This is an optimization exercise on Yosys and OpenROAD, whose aim is a short achievable clock period and few clock cycles per item, not a production implementation.
Function was checked by simulation only, so behaviour that the tests miss may differ from the original.
Power and IR drop assume default switching activity.

### design/flow/run.sh
#!/bin/bash
# synth_recipe.tcl (not shown) runs the flow's synth.tcl, then flattens the netlist and writes it again
# the make line also repeats each setting of config.mk as NAME=value (left out here)
make -C /OpenROAD-flow-scripts/flow DESIGN_CONFIG=/design/flow/config.mk WORK_HOME=/design/flow/orfs CLKGATE_MAP_FILE= SYNTH_SCRIPT=/design/flow/synth_recipe.tcl finish
### design/flow/config.mk
export PLATFORM = sky130hd
export DESIGN_NAME = rv_exec_top
export DESIGN_NICKNAME = rv_exec_top
export VERILOG_FILES = /design/flow/design.v
export SDC_FILE = /design/flow/constraint.sdc
export NUM_CORES = 4
export LEC_CHECK = 0
export ABC_CLOCK_PERIOD_IN_PS = 2000
export CAP_MARGIN = 20
export CORE_MARGIN = 2
export CORE_UTILIZATION = 80
export SETUP_SLACK_MARGIN = 3.3
export SLEW_MARGIN = 20
export SYNTH_HIERARCHICAL = 1
### design/flow/constraint.sdc
create_clock -name core_clock -period 5.5 [get_ports {in_clk}]
set_input_delay 1.1000 -clock core_clock [delete_from_list [all_inputs] [get_ports {in_clk}]]
set_output_delay 1.1000 -clock core_clock [all_outputs]
set_load 0.01 [all_outputs]
### design/flow/design.v
`default_nettype none
package rv_exec_pkg;
  localparam int NUM_REGS     = 32;
  localparam int XLEN_DEFAULT = 32;
  localparam logic [4:0] REG_X0 = 5'd0;
  localparam logic [4:0] OP_LUI   = 5'd0;
  localparam logic [4:0] OP_AUIPC = 5'd1;
  localparam logic [4:0] OP_ADDI  = 5'd2;
  localparam logic [4:0] OP_SLTI  = 5'd3;
  localparam logic [4:0] OP_SLTIU = 5'd4;
  localparam logic [4:0] OP_XORI  = 5'd5;
  localparam logic [4:0] OP_ORI   = 5'd6;
  localparam logic [4:0] OP_ANDI  = 5'd7;
  localparam logic [4:0] OP_SLLI  = 5'd8;
  localparam logic [4:0] OP_SRLI  = 5'd9;
  localparam logic [4:0] OP_SRAI  = 5'd10;
  localparam logic [4:0] OP_ADD   = 5'd11;
  localparam logic [4:0] OP_SUB   = 5'd12;
  localparam logic [4:0] OP_SLL   = 5'd13;
  localparam logic [4:0] OP_SLT   = 5'd14;
  localparam logic [4:0] OP_SLTU  = 5'd15;
  localparam logic [4:0] OP_XOR   = 5'd16;
  localparam logic [4:0] OP_SRL   = 5'd17;
  localparam logic [4:0] OP_SRA   = 5'd18;
  localparam logic [4:0] OP_OR    = 5'd19;
  localparam logic [4:0] OP_AND   = 5'd20;
endpackage
`default_nettype wire
`default_nettype none
import rv_exec_pkg::*;
module rv_regfile
#(
  parameter int XLEN = XLEN_DEFAULT
) (
  input  logic                in_clk,
  input  logic                in_rst,
  input  logic [NUM_REGS-1:0] rsel1_i,
  input  logic [NUM_REGS-1:0] rsel2_i,
  output logic [XLEN-1:0]     rdata1_o,
  output logic [XLEN-1:0]     rdata2_o,
  input  logic [NUM_REGS-1:0] wsel_i,
  input  logic [XLEN-1:0]     wdata_i
);
  logic [XLEN-1:0] regs [1:NUM_REGS-1];
  for (genvar i = 1; i < NUM_REGS; i++) begin : g_reg
    always_ff @(posedge in_clk or negedge in_rst) begin
      if (!in_rst) begin
        regs[i] <= '0;
      end else if (wsel_i[i]) begin
        regs[i] <= wdata_i;
      end
    end
  end
  always_comb begin
    rdata1_o = '0;
    rdata2_o = '0;
    for (int i = 1; i < NUM_REGS; i++) begin
      rdata1_o = rdata1_o | (regs[i] & {XLEN{rsel1_i[i]}});
      rdata2_o = rdata2_o | (regs[i] & {XLEN{rsel2_i[i]}});
    end
  end
endmodule
`default_nettype wire
`default_nettype none
import rv_exec_pkg::*;
module rv_issue
#(
  parameter int XLEN = XLEN_DEFAULT
) (
  input  logic                in_clk,
  input  logic                in_rst,
  input  logic                accept_i,
  input  logic [4:0]          op_i,
  input  logic [4:0]          rd_i,
  input  logic [4:0]          rs1_i,
  input  logic [4:0]          rs2_i,
  input  logic [XLEN-1:0]     imm_i,
  input  logic [XLEN-1:0]     pc_i,
  output logic                hold_o,
  output logic [NUM_REGS-1:0] rsel1_o,
  output logic [NUM_REGS-1:0] rsel2_o,
  input  logic [XLEN-1:0]     rdata1_i,
  input  logic [XLEN-1:0]     rdata2_i,
  input  logic                r_valid_i,
  input  logic [4:0]          r_rd_i,
  input  logic [XLEN-1:0]     r_data_i,
  output logic                d_valid_o,
  output logic [4:0]          d_rd_o,
  output logic [XLEN-1:0]     d_a_o,
  output logic [XLEN-1:0]     d_b_o,
  output logic                d_fx1_o,
  output logic                d_fx2_o,
  output logic                d_fr1_o,
  output logic                d_fr2_o,
  output logic                d_inv_o,
  output logic                d_sgn_o,
  output logic                d_sel_add_o,
  output logic                d_sel_lt_o,
  output logic                d_log_and_o,
  output logic                d_log_xor_o,
  output logic                d_sel_sll_o,
  output logic                d_sel_sr_o,
  output logic                d_sra_o
);
  logic            s_valid;
  logic [4:0]      s_op;
  logic [4:0]      s_rd;
  logic [4:0]      s_rs1;
  logic [4:0]      s_rs2;
  logic [XLEN-1:0] s_imm;
  logic [XLEN-1:0] s_pc;
  logic            f_stall;
  assign hold_o = f_stall && (s_valid || accept_i);
  always_ff @(posedge in_clk or negedge in_rst) begin
    if (!in_rst) begin
      s_valid <= 1'b0;
    end else begin
      s_valid <= hold_o;
    end
  end
  always_ff @(posedge in_clk) begin
    if (!s_valid) begin
      s_op  <= op_i;
      s_rd  <= rd_i;
      s_rs1 <= rs1_i;
      s_rs2 <= rs2_i;
      s_imm <= imm_i;
      s_pc  <= pc_i;
    end
  end
  logic                f_valid;
  logic [4:0]          f_op;
  logic [4:0]          f_rd;
  logic [4:0]          f_rs1;
  logic [4:0]          f_rs2;
  logic [NUM_REGS-1:0] f_rsel1;
  logic [NUM_REGS-1:0] f_rsel2;
  logic [XLEN-1:0]     f_imm;
  logic [XLEN-1:0]     f_pc;
  logic                f_fx1, f_fx2;
  logic                f_fr1, f_fr2;
  logic                f_shift;
  logic [4:0]          n_op;
  logic [4:0]          n_rd;
  logic [4:0]          n_rs1;
  logic [4:0]          n_rs2;
  logic [XLEN-1:0]     n_imm;
  logic [XLEN-1:0]     n_pc;
  always_comb begin
    if (s_valid) begin
      n_op  = s_op;
      n_rd  = s_rd;
      n_rs1 = s_rs1;
      n_rs2 = s_rs2;
      n_imm = s_imm;
      n_pc  = s_pc;
    end else begin
      n_op  = op_i;
      n_rd  = rd_i;
      n_rs1 = rs1_i;
      n_rs2 = rs2_i;
      n_imm = imm_i;
      n_pc  = pc_i;
    end
  end
  logic n_rs1_used, n_rs2_used, n_shift;
  always_comb begin
    n_rs1_used = (n_op != OP_LUI) && (n_op != OP_AUIPC);
    n_rs2_used = (n_op >= OP_ADD);
    n_shift    = (n_op == OP_SLLI) || (n_op == OP_SRLI) || (n_op == OP_SRAI) ||
                 (n_op == OP_SLL)  || (n_op == OP_SRL)  || (n_op == OP_SRA);
  end
  always_ff @(posedge in_clk or negedge in_rst) begin
    if (!in_rst) begin
      f_valid <= 1'b0;
      f_fx1   <= 1'b0;
      f_fx2   <= 1'b0;
      f_fr1   <= 1'b0;
      f_fr2   <= 1'b0;
    end else if (!f_stall) begin
      f_valid <= s_valid || accept_i;
      f_fx1   <= n_rs1_used && f_valid && (f_rd == n_rs1) && (n_rs1 != REG_X0);
      f_fx2   <= n_rs2_used && f_valid && (f_rd == n_rs2) && (n_rs2 != REG_X0);
      f_fr1   <= n_rs1_used && d_valid_o && (d_rd_o == n_rs1) && (n_rs1 != REG_X0);
      f_fr2   <= n_rs2_used && d_valid_o && (d_rd_o == n_rs2) && (n_rs2 != REG_X0);
    end else begin
      f_fx1   <= 1'b0;
      f_fx2   <= 1'b0;
      f_fr1   <= f_fx1;
      f_fr2   <= f_fx2;
    end
  end
  always_ff @(posedge in_clk) begin
    if (!f_stall) begin
      f_op  <= n_op;
      f_rd  <= n_rd;
      f_rs1 <= n_rs1;
      f_rs2 <= n_rs2;
      f_imm <= n_imm;
      f_pc  <= n_pc;
      f_shift <= n_shift;
      for (int i = 0; i < NUM_REGS; i++) begin
        f_rsel1[i] <= (n_rs1 == 5'(i));
        f_rsel2[i] <= (n_rs2 == 5'(i));
      end
    end
  end
  assign rsel1_o = f_rsel1;
  assign rsel2_o = f_rsel2;
  logic uses_rs1;
  logic uses_rs2;
  logic inv;
  logic sgn;
  logic sel_add, sel_lt, sel_xor, sel_or, sel_and, sel_sll, sel_sr, sra;
  logic a_pc;
  always_comb begin
    uses_rs1 = 1'b1;
    uses_rs2 = 1'b0;
    inv      = 1'b0;
    sgn      = 1'b0;
    sel_add  = 1'b0;
    sel_lt   = 1'b0;
    sel_xor  = 1'b0;
    sel_or   = 1'b0;
    sel_and  = 1'b0;
    sel_sll  = 1'b0;
    sel_sr   = 1'b0;
    sra      = 1'b0;
    a_pc     = 1'b0;
    case (f_op)
      OP_LUI:   begin uses_rs1 = 1'b0; sel_add = 1'b1; end
      OP_AUIPC: begin uses_rs1 = 1'b0; a_pc = 1'b1; sel_add = 1'b1; end
      OP_ADDI:  begin sel_add = 1'b1; end
      OP_SLTI:  begin sel_lt = 1'b1; inv = 1'b1; sgn = 1'b1; end
      OP_SLTIU: begin sel_lt = 1'b1; inv = 1'b1; end
      OP_XORI:  begin sel_xor = 1'b1; end
      OP_ORI:   begin sel_or = 1'b1; end
      OP_ANDI:  begin sel_and = 1'b1; end
      OP_SLLI:  begin sel_sll = 1'b1; end
      OP_SRLI:  begin sel_sr = 1'b1; end
      OP_SRAI:  begin sel_sr = 1'b1; sra = 1'b1; end
      OP_ADD:   begin uses_rs2 = 1'b1; sel_add = 1'b1; end
      OP_SUB:   begin uses_rs2 = 1'b1; sel_add = 1'b1; inv = 1'b1; end
      OP_SLL:   begin uses_rs2 = 1'b1; sel_sll = 1'b1; end
      OP_SLT:   begin uses_rs2 = 1'b1; sel_lt = 1'b1; inv = 1'b1; sgn = 1'b1; end
      OP_SLTU:  begin uses_rs2 = 1'b1; sel_lt = 1'b1; inv = 1'b1; end
      OP_XOR:   begin uses_rs2 = 1'b1; sel_xor = 1'b1; end
      OP_SRL:   begin uses_rs2 = 1'b1; sel_sr = 1'b1; end
      OP_SRA:   begin uses_rs2 = 1'b1; sel_sr = 1'b1; sra = 1'b1; end
      OP_OR:    begin uses_rs2 = 1'b1; sel_or = 1'b1; end
      OP_AND:   begin uses_rs2 = 1'b1; sel_and = 1'b1; end
      default:  ;
    endcase
  end
  logic            byp1, byp2;
  logic [XLEN-1:0] src1, src2;
  logic [XLEN-1:0] a_base, b_base;
  assign byp1 = r_valid_i && (r_rd_i == f_rs1) && (f_rs1 != REG_X0);
  assign byp2 = r_valid_i && (r_rd_i == f_rs2) && (f_rs2 != REG_X0);
  assign src1 = byp1 ? r_data_i : rdata1_i;
  assign src2 = byp2 ? r_data_i : rdata2_i;
  always_comb begin
    if (a_pc) begin
      a_base = f_pc;
    end else if (uses_rs1) begin
      a_base = src1;
    end else begin
      a_base = '0;
    end
  end
  assign b_base = uses_rs2 ? src2 : f_imm;
  logic dx1, dx2, dr1, dr2;
  logic d_shift;
  assign dx1 = f_fx1;
  assign dx2 = f_fx2;
  assign dr1 = f_fr1;
  assign dr2 = f_fr2;
  assign d_shift = d_sel_sll_o || d_sel_sr_o;
  assign f_stall = f_valid && (((dx1 || dx2) && d_shift) || (dx2 && f_shift));
  always_ff @(posedge in_clk or negedge in_rst) begin
    if (!in_rst) begin
      d_valid_o <= 1'b0;
    end else begin
      d_valid_o <= f_valid && !f_stall;
    end
  end
  always_ff @(posedge in_clk) begin
    d_rd_o      <= f_rd;
    d_a_o       <= a_base;
    d_b_o       <= b_base;
    d_fx1_o     <= dx1;
    d_fx2_o     <= dx2;
    d_fr1_o     <= dr1;
    d_fr2_o     <= dr2;
    d_inv_o     <= inv;
    d_sgn_o     <= sgn;
    d_sel_add_o <= sel_add;
    d_sel_lt_o  <= sel_lt;
    d_log_and_o <= sel_and || sel_or;
    d_log_xor_o <= sel_xor || sel_or;
    d_sel_sll_o <= sel_sll;
    d_sel_sr_o  <= sel_sr;
    d_sra_o     <= sra;
  end
endmodule
`default_nettype wire
`default_nettype none
import rv_exec_pkg::*;
module rv_alu
#(
  parameter int XLEN = XLEN_DEFAULT
) (
  input  logic                in_clk,
  input  logic                in_rst,
  input  logic                d_valid_i,
  input  logic [4:0]          d_rd_i,
  input  logic [XLEN-1:0]     d_a_i,
  input  logic [XLEN-1:0]     d_b_i,
  input  logic                d_fx1_i,
  input  logic                d_fx2_i,
  input  logic                d_fr1_i,
  input  logic                d_fr2_i,
  input  logic                d_inv_i,
  input  logic                d_sgn_i,
  input  logic                d_sel_add_i,
  input  logic                d_sel_lt_i,
  input  logic                d_log_and_i,
  input  logic                d_log_xor_i,
  input  logic                d_sel_sll_i,
  input  logic                d_sel_sr_i,
  input  logic                d_sra_i,
  output logic                x_valid_o,
  output logic [4:0]          x_rd_o,
  output logic                r_valid_o,
  output logic [4:0]          r_rd_o,
  output logic [XLEN-1:0]     r_data_o,
  output logic [NUM_REGS-1:0] r_wsel_o
);
  localparam int W  = XLEN + 1;
  logic [XLEN-1:0] x_a;
  logic [XLEN-1:0] x_b;
  logic            x_inv;
  logic            x_sgn;
  logic            x_sel_add;
  logic            x_sel_lt;
  logic            x_log_and;
  logic            x_log_xor;
  logic [3:0]      x_shl_h;
  logic [3:0]      x_shr_h;
  logic [3:0]      x_sh_m;
  logic            x_sh_4;
  logic            x_sra;
  logic [W-1:0] ea;
  logic [W-1:0] eb;
  logic [W-1:0] g;
  logic [W-1:0] p;
  logic [W-1:0] cy;
  assign ea = {~x_sgn | x_a[XLEN-1], x_a};
  assign eb = {x_sgn & x_b[XLEN-1], x_b};
  assign g  = ea & eb;
  assign p  = ea ^ eb;
  rv_carry #(.W(W)) u_carry (
    .a_i  (ea),
    .b_i  (eb),
    .cy_o (cy)
  );
  logic [XLEN-1:0] l1, l2, sll;
  logic [XLEN-1:0] q1, q2, sr;
  logic            fill;
  assign fill = x_sra & x_a[XLEN-1];
  always_comb begin
    l1 = '0;
    q1 = '0;
    for (int k = 0; k < 4; k++) begin
      l1 = l1 | ({XLEN{x_shl_h[k]}} & (x_a << k));
      q1 = q1 | ({XLEN{x_shr_h[k]}} & XLEN'($signed({fill, x_a}) >>> k));
    end
    l2 = '0;
    q2 = '0;
    for (int k = 0; k < 4; k++) begin
      l2 = l2 | ({XLEN{x_sh_m[k]}} & (l1 << (4 * k)));
      q2 = q2 | ({XLEN{x_sh_m[k]}} & XLEN'($signed({fill, q1}) >>> (4 * k)));
    end
    sll = x_sh_4 ? (l2 << 16) : l2;
    sr  = x_sh_4 ? XLEN'($signed({fill, q2}) >>> 16) : q2;
  end
  logic [XLEN-1:0] other;
  logic [XLEN-1:0] sp;
  logic [XLEN-1:0] res_c0;    
  logic [XLEN-1:0] res_c1;    
  logic [XLEN-1:0] csel;      
  logic [XLEN-1:0] fast;
  logic [XLEN-1:0] result;
  assign other = ({XLEN{x_log_and}} & g[XLEN-1:0])
               | ({XLEN{x_log_xor}} & p[XLEN-1:0]);
  assign sp = p[XLEN-1:0] ^ {XLEN{x_inv}};
  assign csel = {cy[XLEN-1:1], cy[XLEN]};
  always_comb begin
    res_c0 = ({XLEN{x_sel_add}} &  sp) | other;
    res_c1 = ({XLEN{x_sel_add}} & ~sp) | other;
    res_c0[0] = ({x_sel_add} & sp[0]) | other[0] | (x_sel_lt & ~p[XLEN]);
    res_c1[0] = ({x_sel_add} & sp[0]) | other[0] | (x_sel_lt &  p[XLEN]);
  end
  rv_csel #(.W(XLEN)) u_sel_res (
    .sel_i (csel),
    .hi_i  (res_c1),
    .lo_i  (res_c0),
    .y_o   (fast)
  );
  assign result = fast | sll | sr;
  logic [XLEN-1:0] base_a, base_b;
  logic [XLEN-1:0] a_nxt, b_nxt;
  logic [XLEN-1:0] a_c1, a_c0, b_c1, b_c0;
  assign base_a = d_fr1_i ? r_data_o : d_a_i;
  assign base_b = d_fr2_i ? r_data_o : d_b_i;
  assign a_c1 = (d_fx1_i ? res_c1 : base_a) ^ {XLEN{d_inv_i}};
  assign a_c0 = (d_fx1_i ? res_c0 : base_a) ^ {XLEN{d_inv_i}};
  assign b_c1 =  d_fx2_i ? res_c1 : base_b;
  assign b_c0 =  d_fx2_i ? res_c0 : base_b;
  rv_csel #(.W(XLEN)) u_sel_a (
    .sel_i (csel),
    .hi_i  (a_c1),
    .lo_i  (a_c0),
    .y_o   (a_nxt)
  );
  rv_csel #(.W(XLEN)) u_sel_b (
    .sel_i (csel),
    .hi_i  (b_c1),
    .lo_i  (b_c0),
    .y_o   (b_nxt)
  );
  logic [4:0] shamt;
  logic [3:0] sh_h;
  logic [3:0] sh_m;
  assign shamt = base_b[4:0];
  always_comb begin
    for (int k = 0; k < 4; k++) begin
      sh_h[k] = (shamt[1:0] == 2'(k));
      sh_m[k] = (shamt[3:2] == 2'(k));
    end
  end
  always_ff @(posedge in_clk or negedge in_rst) begin
    if (!in_rst) begin
      x_valid_o <= 1'b0;
    end else begin
      x_valid_o <= d_valid_i;
    end
  end
  always_ff @(posedge in_clk) begin
    x_rd_o    <= d_rd_i;
    x_a       <= a_nxt;
    x_b       <= b_nxt;
    x_inv     <= d_inv_i;
    x_sgn     <= d_sgn_i;
    x_sel_add <= d_sel_add_i;
    x_sel_lt  <= d_sel_lt_i;
    x_log_and <= d_log_and_i;
    x_log_xor <= d_log_xor_i;
    x_shl_h   <= sh_h & {4{d_sel_sll_i}};
    x_shr_h   <= sh_h & {4{d_sel_sr_i}};
    x_sh_m    <= sh_m;
    x_sh_4    <= shamt[4];
    x_sra     <= d_sra_i;
  end
  always_ff @(posedge in_clk or negedge in_rst) begin
    if (!in_rst) begin
      r_valid_o <= 1'b0;
      r_wsel_o  <= '0;
    end else begin
      r_valid_o <= x_valid_o;
      for (int i = 0; i < NUM_REGS; i++) begin
        r_wsel_o[i] <= x_valid_o && (x_rd_o == 5'(i)) && (i != 0);
      end
    end
  end
  always_ff @(posedge in_clk) begin
    r_rd_o   <= x_rd_o;
    r_data_o <= result;
  end
endmodule
module rv_carry
#(
  parameter int W = 33
) (
  input  logic [W-1:0] a_i,
  input  logic [W-1:0] b_i,
  output logic [W-1:0] cy_o
);
  localparam int LV = $clog2(W);
  logic [W-1:0] gg [LV+1];
  logic [W-1:0] tt [LV+1];
  assign gg[0] = ~(a_i & b_i);
  assign tt[0] = ~(a_i | b_i);
  function automatic logic pol(input integer l, input integer i);
    integer n, k;
    begin
      n = 0;
      for (k = 1; k <= l; k = k + 1) begin
        if (i >= (1 << (k - 1))) n = n + 1;
      end
      pol = (n % 2) == 1;
    end
  endfunction
  for (genvar l = 1; l <= LV; l++) begin : g_lvl
    localparam int D = 1 << (l - 1);
    for (genvar i = 0; i < W; i++) begin : g_bit
      if (i >= D) begin : g_op
        localparam logic PH = pol(l - 1, i);
        localparam logic PL = pol(l - 1, i - D);
        logic glo, tlo;
        if (PH == PL) begin : g_same
          assign glo = gg[l-1][i-D];
          assign tlo = tt[l-1][i-D];
        end else begin : g_flip
          assign glo = ~gg[l-1][i-D];
          assign tlo = ~tt[l-1][i-D];
        end
        if (PH) begin : g_pos
          rv_pfx_p u_node (
            .g_hi_i (gg[l-1][i]),
            .t_hi_i (tt[l-1][i]),
            .g_lo_i (glo),
            .t_lo_i (tlo),
            .gn_o   (gg[l][i]),
            .tn_o   (tt[l][i])
          );
        end else begin : g_neg
          rv_pfx_n u_node (
            .gn_hi_i (gg[l-1][i]),
            .tn_hi_i (tt[l-1][i]),
            .gn_lo_i (glo),
            .tn_lo_i (tlo),
            .g_o     (gg[l][i]),
            .t_o     (tt[l][i])
          );
        end
      end else begin : g_pass
        assign gg[l][i] = gg[l-1][i];
        assign tt[l][i] = tt[l-1][i];
      end
    end
  end
  assign cy_o[0] = 1'b0;
  for (genvar i = 1; i < W; i++) begin : g_out
    if (pol(LV, i - 1)) begin : g_t
      assign cy_o[i] = gg[LV][i-1];
    end else begin : g_f
      assign cy_o[i] = ~gg[LV][i-1];
    end
  end
endmodule
module rv_pfx_p (
  input  logic g_hi_i,
  input  logic t_hi_i,
  input  logic g_lo_i,
  input  logic t_lo_i,
  output logic gn_o,
  output logic tn_o
);
  assign gn_o = ~(g_hi_i | (t_hi_i & g_lo_i));
  assign tn_o = ~(t_hi_i & t_lo_i);
endmodule
module rv_pfx_n (
  input  logic gn_hi_i,
  input  logic tn_hi_i,
  input  logic gn_lo_i,
  input  logic tn_lo_i,
  output logic g_o,
  output logic t_o
);
  assign g_o = ~(gn_hi_i & (tn_hi_i | gn_lo_i));
  assign t_o = ~(tn_hi_i | tn_lo_i);
endmodule
module rv_csel
#(
  parameter int W = 31
) (
  input  logic [W-1:0] sel_i,
  input  logic [W-1:0] hi_i,
  input  logic [W-1:0] lo_i,
  output logic [W-1:0] y_o
);
  for (genvar i = 0; i < W; i++) begin : g_bit
    assign y_o[i] = sel_i[i] ? hi_i[i] : lo_i[i];
  end
endmodule
`default_nettype wire
`default_nettype none
import rv_exec_pkg::*;
module rv_writeback
#(
  parameter int XLEN   = XLEN_DEFAULT,
  parameter int QDEPTH = 6
) (
  input  logic            in_clk,
  input  logic            in_rst,
  input  logic            instr_valid_i,
  output logic            instr_ready_o,
  output logic            accept_o,
  input  logic            hold_i,
  input  logic            r_valid_i,
  input  logic [4:0]      r_rd_i,
  input  logic [XLEN-1:0] r_data_i,
  output logic            res_valid_o,
  input  logic            res_ready_i,
  output logic [4:0]      res_rd_o,
  output logic [XLEN-1:0] res_data_o
);
  localparam int CAP = QDEPTH + 1;
  localparam int CW  = $clog2(CAP + 1);
  localparam int PW  = $clog2(QDEPTH);
  logic [CW-1:0] owed;
  logic          pop;
  logic          rdy_inc;
  logic          rdy_same;
  assign accept_o = instr_valid_i && instr_ready_o;
  assign pop      = res_valid_o && res_ready_i;
  assign rdy_inc  = (owed + CW'(1)) < CW'(CAP);
  assign rdy_same = owed < CW'(CAP);
  always_ff @(posedge in_clk or negedge in_rst) begin
    if (!in_rst) begin
      owed          <= '0;
      instr_ready_o <= 1'b1;
    end else begin
      case ({accept_o, pop})
        2'b10: begin
          owed          <= owed + CW'(1);
          instr_ready_o <= rdy_inc && !hold_i;
        end
        2'b01: begin
          owed          <= owed - CW'(1);
          instr_ready_o <= !hold_i;
        end
        default: begin
          instr_ready_o <= rdy_same && !hold_i;
        end
      endcase
    end
  end
  logic [4:0]      q_rd   [QDEPTH];
  logic [XLEN-1:0] q_data [QDEPTH];
  logic [PW-1:0]   wptr;
  logic [PW-1:0]   rptr;
  logic            q_empty;
  logic [PW:0]     q_cnt;
  logic            out_free;
  logic            q_push;
  logic            q_pop;
  assign q_empty  = (q_cnt == '0);
  assign out_free = !res_valid_o || res_ready_i;
  assign q_pop    = out_free && !q_empty;
  assign q_push   = r_valid_i && !(out_free && q_empty);
  always_ff @(posedge in_clk or negedge in_rst) begin
    if (!in_rst) begin
      wptr        <= '0;
      rptr        <= '0;
      q_cnt       <= '0;
      res_valid_o <= 1'b0;
    end else begin
      if (q_push) wptr <= (wptr == PW'(QDEPTH - 1)) ? '0 : wptr + PW'(1);
      if (q_pop)  rptr <= (rptr == PW'(QDEPTH - 1)) ? '0 : rptr + PW'(1);
      q_cnt <= q_cnt + (PW+1)'(q_push) - (PW+1)'(q_pop);
      if (out_free) res_valid_o <= !q_empty || r_valid_i;
    end
  end
  always_ff @(posedge in_clk) begin
    if (r_valid_i) begin
      q_rd[wptr]   <= r_rd_i;
      q_data[wptr] <= r_data_i;
    end
  end
  always_ff @(posedge in_clk or negedge in_rst) begin
    if (!in_rst) begin
      res_rd_o   <= '0;
      res_data_o <= '0;
    end else if (out_free) begin
      if (!q_empty) begin
        res_rd_o   <= q_rd[rptr];
        res_data_o <= q_data[rptr];
      end else begin
        res_rd_o   <= r_rd_i;
        res_data_o <= r_data_i;
      end
    end
  end
endmodule
`default_nettype wire
`default_nettype none
import rv_exec_pkg::*;
module rv_exec_top
#(
  parameter int XLEN = XLEN_DEFAULT
) (
  input  logic            in_clk,
  input  logic            in_rst,
  input  logic            instr_valid_i,
  output logic                 instr_ready_o,
  input  logic [4:0]        op_i,
  input  logic [4:0]      rd_i,
  input  logic [4:0]      rs1_i,
  input  logic [4:0]      rs2_i,
  input  logic [XLEN-1:0] imm_i,
  input  logic [XLEN-1:0] pc_i,
  output logic                 res_valid_o,
  input  logic            res_ready_i,
  output logic [4:0]           res_rd_o,
  output logic [XLEN-1:0]      res_data_o
);
  logic                accept;
  logic                hold;
  logic [NUM_REGS-1:0] rsel1;
  logic [NUM_REGS-1:0] rsel2;
  logic [XLEN-1:0]     rdata1;
  logic [XLEN-1:0]     rdata2;
  logic                d_valid;
  logic [4:0]          d_rd;
  logic [XLEN-1:0]     d_a;
  logic [XLEN-1:0]     d_b;
  logic                d_fx1;
  logic                d_fx2;
  logic                d_fr1;
  logic                d_fr2;
  logic                d_inv;
  logic                d_sgn;
  logic                d_sel_add;
  logic                d_sel_lt;
  logic                d_log_and;
  logic                d_log_xor;
  logic                d_sel_sll;
  logic                d_sel_sr;
  logic                d_sra;
  logic                x_valid;
  logic [4:0]          x_rd;
  logic                r_valid;
  logic [4:0]          r_rd;
  logic [XLEN-1:0]     r_data;
  logic [NUM_REGS-1:0] r_wsel;
  rv_regfile #(.XLEN(XLEN)) u_regfile (
    .in_clk   (in_clk),
    .in_rst   (in_rst),
    .rsel1_i  (rsel1),
    .rsel2_i  (rsel2),
    .rdata1_o (rdata1),
    .rdata2_o (rdata2),
    .wsel_i   (r_wsel),
    .wdata_i  (r_data)
  );
  rv_issue #(.XLEN(XLEN)) u_issue (
    .in_clk      (in_clk),
    .in_rst      (in_rst),
    .accept_i    (accept),
    .op_i        (op_i),
    .rd_i        (rd_i),
    .rs1_i       (rs1_i),
    .rs2_i       (rs2_i),
    .imm_i       (imm_i),
    .pc_i        (pc_i),
    .hold_o      (hold),
    .rsel1_o     (rsel1),
    .rsel2_o     (rsel2),
    .rdata1_i    (rdata1),
    .rdata2_i    (rdata2),
    .r_valid_i   (r_valid),
    .r_rd_i      (r_rd),
    .r_data_i    (r_data),
    .d_valid_o   (d_valid),
    .d_rd_o      (d_rd),
    .d_a_o       (d_a),
    .d_b_o       (d_b),
    .d_fx1_o     (d_fx1),
    .d_fx2_o     (d_fx2),
    .d_fr1_o     (d_fr1),
    .d_fr2_o     (d_fr2),
    .d_inv_o     (d_inv),
    .d_sgn_o     (d_sgn),
    .d_sel_add_o (d_sel_add),
    .d_sel_lt_o  (d_sel_lt),
    .d_log_and_o (d_log_and),
    .d_log_xor_o (d_log_xor),
    .d_sel_sll_o (d_sel_sll),
    .d_sel_sr_o  (d_sel_sr),
    .d_sra_o     (d_sra)
  );
  rv_alu #(.XLEN(XLEN)) u_alu (
    .in_clk      (in_clk),
    .in_rst      (in_rst),
    .d_valid_i   (d_valid),
    .d_rd_i      (d_rd),
    .d_a_i       (d_a),
    .d_b_i       (d_b),
    .d_fx1_i     (d_fx1),
    .d_fx2_i     (d_fx2),
    .d_fr1_i     (d_fr1),
    .d_fr2_i     (d_fr2),
    .d_inv_i     (d_inv),
    .d_sgn_i     (d_sgn),
    .d_sel_add_i (d_sel_add),
    .d_sel_lt_i  (d_sel_lt),
    .d_log_and_i (d_log_and),
    .d_log_xor_i (d_log_xor),
    .d_sel_sll_i (d_sel_sll),
    .d_sel_sr_i  (d_sel_sr),
    .d_sra_i     (d_sra),
    .x_valid_o   (x_valid),
    .x_rd_o      (x_rd),
    .r_valid_o   (r_valid),
    .r_rd_o      (r_rd),
    .r_data_o    (r_data),
    .r_wsel_o    (r_wsel)
  );
  rv_writeback #(.XLEN(XLEN)) u_writeback (
    .in_clk        (in_clk),
    .in_rst        (in_rst),
    .instr_valid_i (instr_valid_i),
    .instr_ready_o (instr_ready_o),
    .accept_o      (accept),
    .hold_i        (hold),
    .r_valid_i     (r_valid),
    .r_rd_i        (r_rd),
    .r_data_i      (r_data),
    .res_valid_o   (res_valid_o),
    .res_ready_i   (res_ready_i),
    .res_rd_o      (res_rd_o),
    .res_data_o    (res_data_o)
  );
endmodule
`default_nettype wire
==> results_dict.tcl, run 1 <==
set metrics [dict create \
    status "aborted with a tool error" \
    failing_step "global routing (5_1_grt)" \
    firstError "[ERROR GRT-0232] Routing congestion too high. Check the congestion heatmap in the GUI." \
    worst_endpoint "u_issue.d_b_o[20]$_DFF_P_/D" \
    cts.path.max_buffers 3 \
    place_congestion 1.04 \
    syn_avg_cell_area_um2 12.0 \
    io_buffers 126 \
    h-tree-depth 4 \
    cts_buffers 169 \
    grt_overflow 9 \
    syn-num-nets 7146 \
    grt_usage_pct 78.0 \
    die_x_um 329 \
    fp.dieH_um 329 \
    syn_inst 7011 \
    worstEndpointType "register data pin" \
    hpwl_um 173000 \
    yosys_warnings 16 \
    rows 119 \
    grt_max_degree 135 \
    syn_area_um2 84500 \
    boundaryPins 127 \
    root_buffer "clkbuf_16" \
    initial_core_util_pct 80.5 \
]
[routing by layer]
| layer | GRT overflow | track usage, % |
|---|---|---|
| met5 | 0 | 40.2 |
| met4 | 5 | 72.8 |
| met3 | 0 | 63.8 |
| met2 | 4 | 92.6 |
| met1 | 0 | 80.3 |
[per-stage QoR]
step                hold slack, ns  area [µm²]  util [%]  worst slack, ns  cells
floorplan                    0.310       84600         -             2.85   7011
global placement             0.310       86300      82.2             1.54   8042
detailed placement           0.313       86300      82.2             1.44   8042
CTS                          0.323       95600      91.0             2.94   8529
[repair_timing]
action / CTS
pin swaps: 215
setup endpoints to repair: 556
resized for setup: 747
gates cloned: 16
buffers inserted: 159
hold buffers: 0
[power groups by stage]
stage	Sequential, W	Combinational [W]	Clock [W]
after floorplan	0.0201	0.00924	0
after detailed placement	0.0226	0.0118	0
after CTS	0.0224	0.0139	0.0118
after global placement	0.0221	0.0113	0
[worst min-delay path by stage]
stage	endpoint	slack, ns	depth (start not counted)
after CTS	u_issue.d_inv_o$_DFF_P_	0.32	0
after global placement	u_issue.d_inv_o$_DFF_P_	0.31	0
after floorplan	u_alu.x_log_and$_DFF_P_	0.31	0
after detailed placement	u_issue.d_inv_o$_DFF_P_	0.31	0
Testbench counts, summed over its fixed seeds: cycles 12,250, items 12,000.
==> run 2: changes to the inputs <==
--- a/design/flow/design.v
+++ b/design/flow/design.v
@@ -36,8 +36,8 @@
   input  logic                in_rst,
   input  logic [NUM_REGS-1:0] rsel1_i,
   input  logic [NUM_REGS-1:0] rsel2_i,
-  output logic [XLEN-1:0]     rdata1_o,
-  output logic [XLEN-1:0]     rdata2_o,
+  output logic [3:0][XLEN-1:0] rgrp1_o,
+  output logic [3:0][XLEN-1:0] rgrp2_o,
   input  logic [NUM_REGS-1:0] wsel_i,
   input  logic [XLEN-1:0]     wdata_i
 );
@@ -52,11 +52,13 @@
     end
   end
   always_comb begin
-    rdata1_o = '0;
-    rdata2_o = '0;
-    for (int i = 1; i < NUM_REGS; i++) begin
-      rdata1_o = rdata1_o | (regs[i] & {XLEN{rsel1_i[i]}});
-      rdata2_o = rdata2_o | (regs[i] & {XLEN{rsel2_i[i]}});
+    for (int k = 0; k < 4; k++) begin
+      rgrp1_o[k] = '0;
+      rgrp2_o[k] = '0;
+      for (int j = (k == 0) ? 1 : 0; j < 8; j++) begin
+        rgrp1_o[k] = rgrp1_o[k] | (regs[8*k+j] & {XLEN{rsel1_i[8*k+j]}});
+        rgrp2_o[k] = rgrp2_o[k] | (regs[8*k+j] & {XLEN{rsel2_i[8*k+j]}});
+      end
     end
   end
 endmodule
@@ -79,11 +81,11 @@
   output logic                hold_o,
   output logic [NUM_REGS-1:0] rsel1_o,
   output logic [NUM_REGS-1:0] rsel2_o,
-  input  logic [XLEN-1:0]     rdata1_i,
-  input  logic [XLEN-1:0]     rdata2_i,
-  input  logic                r_valid_i,
-  input  logic [4:0]          r_rd_i,
+  input  logic [3:0][XLEN-1:0] rgrp1_i,
+  input  logic [3:0][XLEN-1:0] rgrp2_i,
   input  logic [XLEN-1:0]     r_data_i,
+  input  logic                x_valid_i,
+  input  logic [4:0]          x_rd_i,
   output logic                d_valid_o,
   output logic [4:0]          d_rd_o,
   output logic [XLEN-1:0]     d_a_o,
@@ -128,24 +130,12 @@
       s_pc  <= pc_i;
     end
   end
-  logic                f_valid;
-  logic [4:0]          f_op;
-  logic [4:0]          f_rd;
-  logic [4:0]          f_rs1;
-  logic [4:0]          f_rs2;
-  logic [NUM_REGS-1:0] f_rsel1;
-  logic [NUM_REGS-1:0] f_rsel2;
-  logic [XLEN-1:0]     f_imm;
-  logic [XLEN-1:0]     f_pc;
-  logic                f_fx1, f_fx2;
-  logic                f_fr1, f_fr2;
-  logic                f_shift;
-  logic [4:0]          n_op;
-  logic [4:0]          n_rd;
-  logic [4:0]          n_rs1;
-  logic [4:0]          n_rs2;
-  logic [XLEN-1:0]     n_imm;
-  logic [XLEN-1:0]     n_pc;
+  logic [4:0]      n_op;
+  logic [4:0]      n_rd;
+  logic [4:0]      n_rs1;
+  logic [4:0]      n_rs2;
+  logic [XLEN-1:0] n_imm;
+  logic [XLEN-1:0] n_pc;
   always_comb begin
     if (s_valid) begin
       n_op  = s_op;
@@ -163,13 +153,41 @@
       n_pc  = pc_i;
     end
   end
-  logic n_rs1_used, n_rs2_used, n_shift;
+  logic n_rs1_used, n_rs2_used, n_shift, n_pc_used;
   always_comb begin
-    n_rs1_used = (n_op != OP_LUI) && (n_op != OP_AUIPC);
-    n_rs2_used = (n_op >= OP_ADD);
+    n_rs1_used = (n_op != OP_LUI) && (n_op != OP_AUIPC) && (n_rs1 != REG_X0);
+    n_rs2_used = (n_op >= OP_ADD) && (n_rs2 != REG_X0);
+    n_pc_used  = (n_op == OP_AUIPC);
     n_shift    = (n_op == OP_SLLI) || (n_op == OP_SRLI) || (n_op == OP_SRAI) ||
                  (n_op == OP_SLL)  || (n_op == OP_SRL)  || (n_op == OP_SRA);
   end
+  logic                f_valid;
+  logic [4:0]          f_op;
+  logic [4:0]          f_rd;
+  logic [XLEN-1:0]     f_imm;
+  logic [XLEN-1:0]     f_pc;
+  logic                f_shift;
+  logic                f_pc_used;
+  logic                f_imm_used;
+  logic [NUM_REGS-1:0] f_oh1, f_oh2;
+  logic [NUM_REGS-1:0] f_rsel1, f_rsel2;
+  logic                f_fx1, f_fx2;
+  logic                f_fr1, f_fr2;
+  logic                f_fb1, f_fb2;
+  logic [NUM_REGS-1:0] n_oh1, n_oh2;
+  logic                n_fx1, n_fx2, n_fr1, n_fr2, n_fb1, n_fb2;
+  always_comb begin
+    for (int i = 0; i < NUM_REGS; i++) begin
+      n_oh1[i] = n_rs1_used && (n_rs1 == 5'(i));
+      n_oh2[i] = n_rs2_used && (n_rs2 == 5'(i));
+    end
+    n_fx1 = n_rs1_used && f_valid   && (f_rd   == n_rs1);
+    n_fx2 = n_rs2_used && f_valid   && (f_rd   == n_rs2);
+    n_fr1 = n_rs1_used && d_valid_o && (d_rd_o == n_rs1);
+    n_fr2 = n_rs2_used && d_valid_o && (d_rd_o == n_rs2);
+    n_fb1 = n_rs1_used && x_valid_i && (x_rd_i == n_rs1);
+    n_fb2 = n_rs2_used && x_valid_i && (x_rd_i == n_rs2);
+  end
   always_ff @(posedge in_clk or negedge in_rst) begin
     if (!in_rst) begin
       f_valid <= 1'b0;
@@ -177,45 +195,49 @@
       f_fx2   <= 1'b0;
       f_fr1   <= 1'b0;
       f_fr2   <= 1'b0;
+      f_fb1   <= 1'b0;
+      f_fb2   <= 1'b0;
     end else if (!f_stall) begin
       f_valid <= s_valid || accept_i;
-      f_fx1   <= n_rs1_used && f_valid && (f_rd == n_rs1) && (n_rs1 != REG_X0);
-      f_fx2   <= n_rs2_used && f_valid && (f_rd == n_rs2) && (n_rs2 != REG_X0);
-      f_fr1   <= n_rs1_used && d_valid_o && (d_rd_o == n_rs1) && (n_rs1 != REG_X0);
-      f_fr2   <= n_rs2_used && d_valid_o && (d_rd_o == n_rs2) && (n_rs2 != REG_X0);
+      f_fx1   <= n_fx1;
+      f_fx2   <= n_fx2;
+      f_fr1   <= n_fr1;
+      f_fr2   <= n_fr2;
+      f_fb1   <= n_fb1;
+      f_fb2   <= n_fb2;
     end else begin
       f_fx1   <= 1'b0;
       f_fx2   <= 1'b0;
       f_fr1   <= f_fx1;
       f_fr2   <= f_fx2;
+      f_fb1   <= f_fr1;
+      f_fb2   <= f_fr2;
     end
   end
   always_ff @(posedge in_clk) begin
     if (!f_stall) begin
-      f_op  <= n_op;
-      f_rd  <= n_rd;
-      f_rs1 <= n_rs1;
-      f_rs2 <= n_rs2;
-      f_imm <= n_imm;
-      f_pc  <= n_pc;
-      f_shift <= n_shift;
-      for (int i = 0; i < NUM_REGS; i++) begin
-        f_rsel1[i] <= (n_rs1 == 5'(i));
-        f_rsel2[i] <= (n_rs2 == 5'(i));
-      end
+      f_op       <= n_op;
+      f_rd       <= n_rd;
+      f_imm      <= n_imm;
+      f_pc       <= n_pc;
+      f_shift    <= n_shift;
+      f_pc_used  <= n_pc_used;
+      f_imm_used <= (n_op < OP_ADD);
+      f_oh1      <= n_oh1;
+      f_oh2      <= n_oh2;
+      f_rsel1    <= n_oh1 & {NUM_REGS{!n_fb1}};
+      f_rsel2    <= n_oh2 & {NUM_REGS{!n_fb2}};
+    end else begin
+      f_rsel1    <= f_oh1 & {NUM_REGS{!f_fr1}};
+      f_rsel2    <= f_oh2 & {NUM_REGS{!f_fr2}};
     end
   end
   assign rsel1_o = f_rsel1;
   assign rsel2_o = f_rsel2;
-  logic uses_rs1;
-  logic uses_rs2;
   logic inv;
   logic sgn;
   logic sel_add, sel_lt, sel_xor, sel_or, sel_and, sel_sll, sel_sr, sra;
-  logic a_pc;
   always_comb begin
-    uses_rs1 = 1'b1;
-    uses_rs2 = 1'b0;
     inv      = 1'b0;
     sgn      = 1'b0;
     sel_add  = 1'b0;
@@ -226,10 +248,9 @@
     sel_sll  = 1'b0;
     sel_sr   = 1'b0;
     sra      = 1'b0;
-    a_pc     = 1'b0;
     case (f_op)
-      OP_LUI:   begin uses_rs1 = 1'b0; sel_add = 1'b1; end
-      OP_AUIPC: begin uses_rs1 = 1'b0; a_pc = 1'b1; sel_add = 1'b1; end
+      OP_LUI:   begin sel_add = 1'b1; end
+      OP_AUIPC: begin sel_add = 1'b1; end
       OP_ADDI:  begin sel_add = 1'b1; end
       OP_SLTI:  begin sel_lt = 1'b1; inv = 1'b1; sgn = 1'b1; end
       OP_SLTIU: begin sel_lt = 1'b1; inv = 1'b1; end
@@ -239,44 +260,24 @@
       OP_SLLI:  begin sel_sll = 1'b1; end
       OP_SRLI:  begin sel_sr = 1'b1; end
       OP_SRAI:  begin sel_sr = 1'b1; sra = 1'b1; end
-      OP_ADD:   begin uses_rs2 = 1'b1; sel_add = 1'b1; end
-      OP_SUB:   begin uses_rs2 = 1'b1; sel_add = 1'b1; inv = 1'b1; end
-      OP_SLL:   begin uses_rs2 = 1'b1; sel_sll = 1'b1; end
-      OP_SLT:   begin uses_rs2 = 1'b1; sel_lt = 1'b1; inv = 1'b1; sgn = 1'b1; end
-      OP_SLTU:  begin uses_rs2 = 1'b1; sel_lt = 1'b1; inv = 1'b1; end
-      OP_XOR:   begin uses_rs2 = 1'b1; sel_xor = 1'b1; end
-      OP_SRL:   begin uses_rs2 = 1'b1; sel_sr = 1'b1; end
-      OP_SRA:   begin uses_rs2 = 1'b1; sel_sr = 1'b1; sra = 1'b1; end
-      OP_OR:    begin uses_rs2 = 1'b1; sel_or = 1'b1; end
-      OP_AND:   begin uses_rs2 = 1'b1; sel_and = 1'b1; end
+      OP_ADD:   begin sel_add = 1'b1; end
+      OP_SUB:   begin sel_add = 1'b1; inv = 1'b1; end
+      OP_SLL:   begin sel_sll = 1'b1; end
+      OP_SLT:   begin sel_lt = 1'b1; inv = 1'b1; sgn = 1'b1; end
+      OP_SLTU:  begin sel_lt = 1'b1; inv = 1'b1; end
+      OP_XOR:   begin sel_xor = 1'b1; end
+      OP_SRL:   begin sel_sr = 1'b1; end
+      OP_SRA:   begin sel_sr = 1'b1; sra = 1'b1; end
+      OP_OR:    begin sel_or = 1'b1; end
+      OP_AND:   begin sel_and = 1'b1; end
       default:  ;
     endcase
   end
-  logic            byp1, byp2;
-  logic [XLEN-1:0] src1, src2;
-  logic [XLEN-1:0] a_base, b_base;
-  assign byp1 = r_valid_i && (r_rd_i == f_rs1) && (f_rs1 != REG_X0);
-  assign byp2 = r_valid_i && (r_rd_i == f_rs2) && (f_rs2 != REG_X0);
-  assign src1 = byp1 ? r_data_i : rdata1_i;
-  assign src2 = byp2 ? r_data_i : rdata2_i;
-  always_comb begin
-    if (a_pc) begin
-      a_base = f_pc;
-    end else if (uses_rs1) begin
-      a_base = src1;
-    end else begin
-      a_base = '0;
-    end
-  end
-  assign b_base = uses_rs2 ? src2 : f_imm;
-  logic dx1, dx2, dr1, dr2;
   logic d_shift;
-  assign dx1 = f_fx1;
-  assign dx2 = f_fx2;
-  assign dr1 = f_fr1;
-  assign dr2 = f_fr2;
   assign d_shift = d_sel_sll_o || d_sel_sr_o;
-  assign f_stall = f_valid && (((dx1 || dx2) && d_shift) || (dx2 && f_shift));
+  assign f_stall = f_valid && (((f_fx1 || f_fx2) && d_shift) || (f_fx2 && f_shift));
+  logic [4:0][XLEN-1:0] d_ag;
+  logic [4:0][XLEN-1:0] d_bg;
   always_ff @(posedge in_clk or negedge in_rst) begin
     if (!in_rst) begin
       d_valid_o <= 1'b0;
@@ -285,13 +286,17 @@
     end
   end
   always_ff @(posedge in_clk) begin
+    for (int k = 0; k < 4; k++) begin
+      d_ag[k] <= rgrp1_i[k];
+      d_bg[k] <= rgrp2_i[k];
+    end
+    d_ag[4]     <= ({XLEN{f_fb1}} & r_data_i) | ({XLEN{f_pc_used}} & f_pc);
+    d_bg[4]     <= ({XLEN{f_fb2}} & r_data_i) | ({XLEN{f_imm_used}} & f_imm);
     d_rd_o      <= f_rd;
-    d_a_o       <= a_base;
-    d_b_o       <= b_base;
-    d_fx1_o     <= dx1;
-    d_fx2_o     <= dx2;
-    d_fr1_o     <= dr1;
-    d_fr2_o     <= dr2;
+    d_fx1_o     <= f_fx1;
+    d_fx2_o     <= f_fx2;
+    d_fr1_o     <= f_fr1;
+    d_fr2_o     <= f_fr2;
     d_inv_o     <= inv;
     d_sgn_o     <= sgn;
     d_sel_add_o <= sel_add;
@@ -302,6 +307,8 @@
     d_sel_sr_o  <= sel_sr;
     d_sra_o     <= sra;
   end
+  assign d_a_o = d_ag[0] | d_ag[1] | d_ag[2] | d_ag[3] | d_ag[4];
+  assign d_b_o = d_bg[0] | d_bg[1] | d_bg[2] | d_bg[3] | d_bg[4];
 endmodule
 `default_nettype wire
 `default_nettype none
@@ -590,7 +597,7 @@
 module rv_writeback
 #(
   parameter int XLEN   = XLEN_DEFAULT,
-  parameter int QDEPTH = 6
+  parameter int QDEPTH = 7
 ) (
   input  logic            in_clk,
   input  logic            in_rst,
@@ -606,7 +613,7 @@
   output logic [4:0]      res_rd_o,
   output logic [XLEN-1:0] res_data_o
 );
-  localparam int CAP = QDEPTH + 1;
+  localparam int CAP = QDEPTH;
   localparam int CW  = $clog2(CAP + 1);
   localparam int PW  = $clog2(QDEPTH);
   logic [CW-1:0] owed;
@@ -620,7 +627,7 @@
   always_ff @(posedge in_clk or negedge in_rst) begin
     if (!in_rst) begin
       owed          <= '0;
-      instr_ready_o <= 1'b1;
+      instr_ready_o <= 1'b0;
     end else begin
       case ({accept_o, pop})
         2'b10: begin
@@ -641,15 +648,13 @@
   logic [XLEN-1:0] q_data [QDEPTH];
   logic [PW-1:0]   wptr;
   logic [PW-1:0]   rptr;
-  logic            q_empty;
+  logic [PW-1:0]   rptr1;
   logic [PW:0]     q_cnt;
-  logic            out_free;
-  logic            q_push;
-  logic            q_pop;
-  assign q_empty  = (q_cnt == '0);
-  assign out_free = !res_valid_o || res_ready_i;
-  assign q_pop    = out_free && !q_empty;
-  assign q_push   = r_valid_i && !(out_free && q_empty);
+  logic [PW:0]     q_cnt_nxt;
+  logic [4:0]      hd0_rd, hd1_rd;
+  logic [XLEN-1:0] hd0_data, hd1_data;
+  assign rptr1     = (rptr == PW'(QDEPTH - 1)) ? '0 : rptr + PW'(1);
+  assign q_cnt_nxt = q_cnt + (PW+1)'(r_valid_i) - (PW+1)'(pop);
   always_ff @(posedge in_clk or negedge in_rst) begin
     if (!in_rst) begin
       wptr        <= '0;
@@ -657,10 +662,10 @@
       q_cnt       <= '0;
       res_valid_o <= 1'b0;
     end else begin
-      if (q_push) wptr <= (wptr == PW'(QDEPTH - 1)) ? '0 : wptr + PW'(1);
-      if (q_pop)  rptr <= (rptr == PW'(QDEPTH - 1)) ? '0 : rptr + PW'(1);
-      q_cnt <= q_cnt + (PW+1)'(q_push) - (PW+1)'(q_pop);
-      if (out_free) res_valid_o <= !q_empty || r_valid_i;
+      if (r_valid_i) wptr <= (wptr == PW'(QDEPTH - 1)) ? '0 : wptr + PW'(1);
+      if (pop)       rptr <= rptr1;
+      q_cnt       <= q_cnt_nxt;
+      res_valid_o <= (q_cnt_nxt != '0);
     end
   end
   always_ff @(posedge in_clk) begin
@@ -669,18 +674,29 @@
       q_data[wptr] <= r_data_i;
     end
   end
-  always_ff @(posedge in_clk or negedge in_rst) begin
-    if (!in_rst) begin
-      res_rd_o   <= '0;
-      res_data_o <= '0;
-    end else if (out_free) begin
-      if (!q_empty) begin
-        res_rd_o   <= q_rd[rptr];
-        res_data_o <= q_data[rptr];
-      end else begin
-        res_rd_o   <= r_rd_i;
-        res_data_o <= r_data_i;
-      end
+  always_comb begin
+    if (q_cnt >= (PW+1)'(1)) begin
+      hd0_rd   = q_rd[rptr];
+      hd0_data = q_data[rptr];
+    end else begin
+      hd0_rd   = r_rd_i;
+      hd0_data = r_data_i;
+    end
+    if (q_cnt >= (PW+1)'(2)) begin
+      hd1_rd   = q_rd[rptr1];
+      hd1_data = q_data[rptr1];
+    end else begin
+      hd1_rd   = r_rd_i;
+      hd1_data = r_data_i;
+    end
+  end
+  always_ff @(posedge in_clk) begin
+    if (pop) begin
+      res_rd_o   <= hd1_rd;
+      res_data_o <= hd1_data;
+    end else begin
+      res_rd_o   <= hd0_rd;
+      res_data_o <= hd0_data;
     end
   end
 endmodule
@@ -710,8 +726,8 @@
   logic                hold;
   logic [NUM_REGS-1:0] rsel1;
   logic [NUM_REGS-1:0] rsel2;
-  logic [XLEN-1:0]     rdata1;
-  logic [XLEN-1:0]     rdata2;
+  logic [3:0][XLEN-1:0] rgrp1;
+  logic [3:0][XLEN-1:0] rgrp2;
   logic                d_valid;
   logic [4:0]          d_rd;
   logic [XLEN-1:0]     d_a;
@@ -740,8 +756,8 @@
     .in_rst   (in_rst),
     .rsel1_i  (rsel1),
     .rsel2_i  (rsel2),
-    .rdata1_o (rdata1),
-    .rdata2_o (rdata2),
+    .rgrp1_o  (rgrp1),
+    .rgrp2_o  (rgrp2),
     .wsel_i   (r_wsel),
     .wdata_i  (r_data)
   );
@@ -758,11 +774,11 @@
     .hold_o      (hold),
     .rsel1_o     (rsel1),
     .rsel2_o     (rsel2),
-    .rdata1_i    (rdata1),
-    .rdata2_i    (rdata2),
-    .r_valid_i   (r_valid),
-    .r_rd_i      (r_rd),
+    .rgrp1_i     (rgrp1),
+    .rgrp2_i     (rgrp2),
     .r_data_i    (r_data),
+    .x_valid_i   (x_valid),
+    .x_rd_i      (x_rd),
     .d_valid_o   (d_valid),
     .d_rd_o      (d_rd),
     .d_a_o       (d_a),
==> design/flow/config.mk (replaced) <==
export PLATFORM = sky130hd
export DESIGN_NAME = rv_exec_top
export DESIGN_NICKNAME = rv_exec_top
export VERILOG_FILES = /design/flow/design.v
export SDC_FILE = /design/flow/constraint.sdc
export NUM_CORES = 4
export LEC_CHECK = 0
export CAP_MARGIN = 20
export CORE_MARGIN = 2
export CORE_UTILIZATION = 65
export CTS_CLUSTER_DIAMETER = 100
export CTS_CLUSTER_SIZE = 25
export SETUP_SLACK_MARGIN = 3.2
export SLEW_MARGIN = 20
export SYNTH_HIERARCHICAL = 1
==> run 2 against run 1 <==
  * Synthesized area up 12%
  * The run now finishes clean
  * Synthesized cell count rose by 12%
==> results_dict.tcl, run 2 <==
set metrics [dict create \
    vias 72500 \
    worst_path_max_delay_cell "dfrtp_1" \
    status "timing/DRC/antenna clean" \
    boundaryPins 127 \
    grt_pass1_vias 69200 \
    ant_nets 0 \
    seqPwrFrac_pct 50.2 \
    grt_setup_unrepaired "yes" \
    end_kind "output port" \
    initial_core_util_pct 65.3 \
    layout_commonest_cell "a22oi_1" \
    power_frac_comb_pct 31.1 \
    ctsHoldBuffers 0 \
    grt_pass1_wl_um 487000 \
    top_regs "u_regfile.regs (992), u_writeback.q_data (224)" \
    clkPwrFrac_pct 18.7 \
    route.detailed.drc 0 \
    fin_crit_ns 2.49 \
    hold_viol 0 \
    placedCellCount 9383 \
    worstPathArrival_ns 1.39 \
    syn_area_um2 95000 \
    wl_per_cell_um 35.7 \
    worstSetupStartpoint "u_writeback.instr_ready_o$_DFF_PN0_" \
    maxSlewHeadroom_pct 12.7 \
    hold_path_class "flip-flop to flip-flop" \
    root_buffer "clkbuf_16" \
    tightest_slew_ns 1.31 \
    syn_inst 7844 \
    cts.path.max_buffers 3 \
    intPower_w 0.0289 \
    fp.dieH_um 386 \
    min_from "u_issue.sel_sll$_SDFF_PP0_" \
    setup_tns_ns 0 \
    max_freq_mhz 402 \
    die_x_um 386 \
    path_buf_inv 1 \
    cts_buffers 96 \
    h-tree-depth 3 \
    place_congestion 0.968 \
    dieArea_um2 149000 \
    areaGrowthSynthToFinish_pct 8.76 \
    final_cell_mix "a22oi_1 (1045), dfrtp_1 (1021), mux2_2 (1000), dfxtp_1 (502), edfxtp_1 (398)" \
    dr.pass1.iters 9 \
    grt_usage_pct 45.4 \
    setup_viol 0 \
    crit_chain "buf_2" \
    clkLatencyLatePin_ns 0.79 \
    vdd.ir_drop.worst_mv 0.393 \
    yosys_warnings 16 \
    hpwl_um 208000 \
    antenna_found_initial 35 \
    cts_tree "done" \
    largest_reg_flops 992 \
    cpPeakStageDelay_ns 0.45 \
    cp_max_fo 2 \
    grt_max_degree 136 \
    finalCritPeriodShare_pct 45.3 \
    required_ns 4.40 \
    p_leak_nw 42.9 \
    clock-sinks 2104 \
    crit_type "flip-flop to output port" \
    final_area_um2 103000 \
    clock_skew_ns 0.0442 \
    r2r_setup_slack_ns 3.10 \
    slew_viol_final 0 \
    nNetsFinal 7849 \
    timing.rr.start "u_issue.d_bg[30]$_DFF_P_" \
    vias_per_cell 7.45 \
    core-area_um2 145000 \
    syn-num-nets 7978 \
    layout-drive-gt1-share_pct 28.9 \
    cp-start-kind "flip-flop" \
    io_buffers 126 \
    place_area_um2 96600 \
    stdcell_count 9726 \
    p_switching_w 0.0168 \
    top_register "u_regfile.regs" \
    grt_overflow 0 \
    finish.utilization_pct 71.0 \
    rows 140 \
    drt-total-wl_um 347000 \
    maxCapViolations 0 \
    switching_share_pct 36.8 \
    cp_top_family "flip-flops" \
    power_density_nw_per_um2 442 \
    syn_avg_cell_area_um2 12.1 \
    path_clk_slew_ns 0.10 \
    first_iter_violations 11200 \
    whs_ns 0.322 \
]
-- run 2: per-stage QoR --
stage	total power (W)	setup slack [ns]
CTS	0.0444	2.99
global placement	0.0344	1.96
finish	0.0456	3.01
detailed placement	0.0350	1.90
global route	0.0471	3.00
floorplan	0.0302	2.65
-- run 2: power by group through the flow --
stage          clock network (W)  logic, W  registers [W]
2_1_floorplan                  0   0.00852         0.0216
3_3_place_gp                   0    0.0116         0.0228
3_5_place_dp                   0    0.0119         0.0230
4_1_cts                  0.00859    0.0131         0.0227
5_1_grt                  0.00911    0.0148         0.0232
6_report                 0.00856    0.0142         0.0229
-- run 2: cell type report --
class | instances | area (µm²)
Clock inverter | 12 | 214
Antenna cell | 10 | 25.0
Timing Repair inverter | 3 | 25.0
Sequential cell | 2104 | 51700
Timing Repair Buffer | 456 | 4380
Fill cell | 10400 | 42100
Multi-Input combinational cell | 4930 | 41300
Tap cell | 1917 | 2400
Inverter | 124 | 503
Clock buffer | 170 | 2700
-- run 2: metal layers --
metal | vias up | share of wire, % | track usage, %
li1 | 29400 | - | -
met1 | 36300 | 36 | 58.0
met2 | 5372 | 42 | 65.7
met3 | 1336 | 13 | 13.7
met4 | 30 | 8.8 | 33.3
met5 | - | 0.057 | 0
-- run 2: worst paths after layout --
check                                                     end  cells after the start
max reg2reg                             u_alu.x_b[30]$_DFF_P_                      6
min in group asynchronous  u_regfile.regs[16][30]$_DFFE_PN0P_                      1
min                               u_issue.d_sel_sll_o$_DFF_P_                      0
max in group asynchronous   u_regfile.regs[5][23]$_DFFE_PN0P_                      2
max                                             instr_ready_o                      1
min reg2reg                       u_issue.d_sel_sll_o$_DFF_P_                      0
-- run 2: what timing repair did --
action,CTS,global route
resized for setup,607,189
setup endpoints to repair,474,211
gates cloned,9,3
pin swaps,54,58
buffers inserted,100,39
Testbench counts of run 2, summed over its fixed seeds: cycles 12,250, items 12,000.
==> run 3: changes to the inputs <==
--- a/design/flow/design.v
+++ b/design/flow/design.v
@@ -79,6 +79,7 @@
   input  logic [XLEN-1:0]     imm_i,
   input  logic [XLEN-1:0]     pc_i,
   output logic                hold_o,
+  output logic                held_o,
   output logic [NUM_REGS-1:0] rsel1_o,
   output logic [NUM_REGS-1:0] rsel2_o,
   input  logic [3:0][XLEN-1:0] rgrp1_i,
@@ -113,6 +114,7 @@
   logic [XLEN-1:0] s_pc;
   logic            f_stall;
   assign hold_o = f_stall && (s_valid || accept_i);
+  assign held_o = s_valid;
   always_ff @(posedge in_clk or negedge in_rst) begin
     if (!in_rst) begin
       s_valid <= 1'b0;
@@ -605,6 +607,7 @@
   output logic            instr_ready_o,
   output logic            accept_o,
   input  logic            hold_i,
+  input  logic            held_i,
   input  logic            r_valid_i,
   input  logic [4:0]      r_rd_i,
   input  logic [XLEN-1:0] r_data_i,
@@ -618,14 +621,25 @@
   localparam int PW  = $clog2(QDEPTH);
   logic [CW-1:0] owed;
   logic          pop;
+  logic          started;
+  logic          rdy_int;
+  logic          q_any;
   logic          rdy_inc;
   logic          rdy_same;
-  assign accept_o = instr_valid_i && instr_ready_o;
-  assign pop      = res_valid_o && res_ready_i;
+  assign rdy_int  = started && (owed < CW'(CAP)) && !held_i;
+  assign accept_o = instr_valid_i && rdy_int;
+  assign pop      = q_any && res_ready_i;
   assign rdy_inc  = (owed + CW'(1)) < CW'(CAP);
   assign rdy_same = owed < CW'(CAP);
   always_ff @(posedge in_clk or negedge in_rst) begin
     if (!in_rst) begin
+      started <= 1'b0;
+    end else begin
+      started <= 1'b1;
+    end
+  end
+  always_ff @(posedge in_clk or negedge in_rst) begin
+    if (!in_rst) begin
       owed          <= '0;
       instr_ready_o <= 1'b0;
     end else begin
@@ -654,7 +668,16 @@
   logic [4:0]      hd0_rd, hd1_rd;
   logic [XLEN-1:0] hd0_data, hd1_data;
   assign rptr1     = (rptr == PW'(QDEPTH - 1)) ? '0 : rptr + PW'(1);
-  assign q_cnt_nxt = q_cnt + (PW+1)'(r_valid_i) - (PW+1)'(pop);
+  assign q_any     = (q_cnt != '0);
+  always_comb begin
+    case ({r_valid_i, pop})
+      2'b10:   q_cnt_nxt = q_cnt + (PW+1)'(1);
+      2'b01:   q_cnt_nxt = q_cnt - (PW+1)'(1);
+      default: q_cnt_nxt = q_cnt;
+    endcase
+  end
+  logic q_any_nxt;
+  assign q_any_nxt = (q_cnt >= (PW+1)'(2)) || r_valid_i || (q_any && !pop);
   always_ff @(posedge in_clk or negedge in_rst) begin
     if (!in_rst) begin
       wptr        <= '0;
@@ -665,7 +688,7 @@
       if (r_valid_i) wptr <= (wptr == PW'(QDEPTH - 1)) ? '0 : wptr + PW'(1);
       if (pop)       rptr <= rptr1;
       q_cnt       <= q_cnt_nxt;
-      res_valid_o <= (q_cnt_nxt != '0);
+      res_valid_o <= q_any_nxt;
     end
   end
   always_ff @(posedge in_clk) begin
@@ -724,6 +747,7 @@
 );
   logic                accept;
   logic                hold;
+  logic                held;
   logic [NUM_REGS-1:0] rsel1;
   logic [NUM_REGS-1:0] rsel2;
   logic [3:0][XLEN-1:0] rgrp1;
@@ -772,6 +796,7 @@
     .imm_i       (imm_i),
     .pc_i        (pc_i),
     .hold_o      (hold),
+    .held_o      (held),
     .rsel1_o     (rsel1),
     .rsel2_o     (rsel2),
     .rgrp1_i     (rgrp1),
@@ -831,6 +856,7 @@
     .instr_ready_o (instr_ready_o),
     .accept_o      (accept),
     .hold_i        (hold),
+    .held_i        (held),
     .r_valid_i     (r_valid),
     .r_rd_i        (r_rd),
     .r_data_i      (r_data),
==> run 3 against run 2 <==
  * Still clean
  * Synthesized cell count is 0.59% lower
  * Sequential share of layout area hardly changed
  * Fmax is 3.4% higher
  * Combinational power is 28% lower
  * Critical endpoint is now u_alu.x_b[23]$_DFF_P_
  * Largest power group unchanged
==> results_dict.tcl, run 3 <==
set metrics [dict create \
    power_w 0.0387 \
    nNetsFinal 7814 \
    crit_chain "nor3_1 -> nand2_1 -> nor2b_1 -> a211oi_1 -> a21oi_1 -> mux2_4" \
    antenna_found_initial 27 \
    io_buffers 126 \
    tightest_slew_ns 1.30 \
    syn_avg_cell_area_um2 12.2 \
    route.detailed.drc 0 \
    final_cell_mix "a22oi_1 (1041), dfrtp_1 (1024), mux2_2 (1021), dfxtp_1 (503), edfxtp_1 (398)" \
    areaGrowthSynthToFinish_pct 8.37 \
    root_buffer "clkbuf_16" \
    path_clk_slew_ns 0.12 \
    worstPathArrival_ns 3.09 \
    rows 140 \
    r2r_setup_slack_ns 3.09 \
    vias_per_cell 7.44 \
    timing.rr.start "u_issue.d_bg[23]$_DFF_P_" \
    finalCritPeriodShare_pct 43.8 \
    cts.path.max_buffers 3 \
    largest_reg_flops 992 \
    initial_core_util_pct 65.5 \
    grt_pass1_vias 69600 \
    end_kind "flip-flop" \
    place_congestion 0.976 \
    layout_commonest_cell "a22oi_1" \
    syn-num-nets 7932 \
    drt-total-wl_um 344000 \
    layout-drive-gt1-share_pct 29.6 \
    top_register "u_regfile.regs" \
    top_regs "u_regfile.regs (992), u_writeback.q_data (224)" \
    grt_usage_pct 44.7 \
    max_freq_mhz 415 \
    hold_path_class "input pin to async pin" \
    cpPeakStageDelay_ns 0.64 \
    crit_type "flip-flop to flip-flop" \
    yosys_warnings 16 \
    wl_per_cell_um 35.5 \
    p_leak_nw 43.4 \
    hpwl_um 211000 \
    vdd.ir_drop.worst_mv 0.279 \
    ctsHoldBuffers 0 \
    vias 72100 \
    maxSlewHeadroom_pct 13.4 \
    first_iter_violations 11100 \
    dieArea_um2 150000 \
    boundaryPins 127 \
    setup_viol 0 \
    grt_overflow 0 \
    clock_skew_ns 0.0411 \
    cts_tree "done" \
    cts_buffers 96 \
    dr.pass1.iters 10 \
    cp-start-kind "flip-flop" \
    path_buf_inv 0 \
    reg2reg_depth 6 \
    r2r_end "u_alu.x_b[23]$_DFF_P_" \
    hold_viol 0 \
    grt_setup_unrepaired "yes" \
    grt_pass1_wl_um 486000 \
    power_density_nw_per_um2 374 \
    die_x_um 387 \
    cp_top_family "simple AND/OR/NAND/NOR gates" \
    clkLatencyLatePin_ns 0.78 \
    slew_viol_final 0 \
    status "timing/DRC/antenna clean" \
    fin_crit_ns 2.41 \
    clock-sinks 2105 \
    fp.dieH_um 387 \
    h-tree-depth 3 \
    syn_inst 7798 \
    maxCapViolations 0 \
    grt_max_degree 142 \
    syn_area_um2 95300 \
    setup_tns_ns 0 \
    worst_path_max_delay_cell "nor3_1" \
    cp_max_fo 2 \
    required_ns 6.18 \
    fillers 10400 \
    ant_nets 0 \
    core-area_um2 146000 \
]
## run 3: how the worst max path moves through the flow
stage / from / end / cells after the start
after global placement: rs1_i[0] / u_issue.f_rsel1[15]$_DFF_P_ / 6
after detailed placement: rs2_i[0] / u_issue.f_rsel2[31]$_DFF_P_ / 6
after CTS: u_writeback.instr_ready_o$_DFF_PN0_ / instr_ready_o / 1
final: u_issue.d_bg[23]$_DFF_P_ / u_alu.x_b[23]$_DFF_P_ / 6
after floorplan: u_writeback.wptr[1]$_DFFE_PN0P_ / u_writeback.q_data[1][0]$_DFFE_PP_ / 2
after global routing: u_writeback.rptr[0]$_DFFE_PN0N_ / u_writeback.res_data_o[8]$_DFF_P_ / 7
## run 3: what timing repair did
item,CTS,global route
buffers inserted,88,49
endpoints found under the setup margin,531,216
pin swaps,39,62
cloned,5,4
gates resized for setup,535,225
## run 3: layout make-up
class / instances / area [µm²] / share of cell area (%)
antenna: 10 / 25.0 / 0.0242
clock buffer: 173 / 2760 / 2.67
inverter: 113 / 458 / 0.443
timing repair buffer: 458 / 4270 / 4.13
clock inverter: 9 / 163 / 0.157
sequential: 2105 / 51700 / 50.1
tap: 1917 / 2400 / 2.32
timing repair inverter: 3 / 26.3 / 0.0254
multi-input combinational: 4903 / 41500 / 40.1
## run 3: per-layer routing
layer	up-vias	wire, µm	global-route usage, %
met2	5224	148000	65.8
met3	1349	42900	13.9
met5	-	142	0
li1	29300	-	-
met4	22	30800	32.2
met1	36200	123000	56.0
## run 3: power by group
| part | total (W) | leakage, nW | internal [W] | switching (W) |
|---|---|---|---|---|
| clock network | 0.00854 | 1.38 | 0.00348 | 0.00506 |
| logic | 0.0102 | 18.3 | 0.00424 | 0.00592 |
| registers | 0.0200 | 23.7 | 0.0178 | 0.00213 |
## run 3: through the flow
step	cells	util (%)	hold WS, ns	worst slack [ns]	instance area [µm²]
after floorplan	7798	-	0.310	2.86	95500
after global placement	9350	66.6	0.313	1.93	97000
after detailed placement	9352	66.7	0.312	1.93	97000
after CTS	9627	70.0	0.330	3.07	102000
after global routing	9682	71.0	0.344	3.03	103000
final	9691	71.0	0.311	3.09	103000
Testbench counts of run 3, summed over its fixed seeds: cycles 12,250, items 12,000.

re-timing with driven ports:
In the flow no input, the clock included, has a driving cell. The finished layouts below were timed again as built, in two steps.
Step 1 assumes that a clkbuf_16 drives the clock port and a buf_2 every other input.
Step 2 moves the port delays by t, midway between the first and last clock arrival at a register: inputs arrive t later, outputs are due t later. That takes back most of the time a late clock gives input paths.
Slacks: ideal / step 1 / step 2; pairs: ideal / step 1.
run | t, ns | setup WS [ns] | hold slack, ns | worst setup path after step 2
run 2 | 0.855 | 3.011 / 2.926 / 2.386 | 0.322 / 0.322 / 0.322 | input to register
run 3 | 0.848 | 3.093 / 3.026 / 2.498 | 0.311 / 0.286 / 0.326 | input to register
After both steps every run listed still meets setup and hold. For run 2, which loses most, drivers alone change the setup slack by -0.085 ns; drivers and shift together by -0.625 ns.
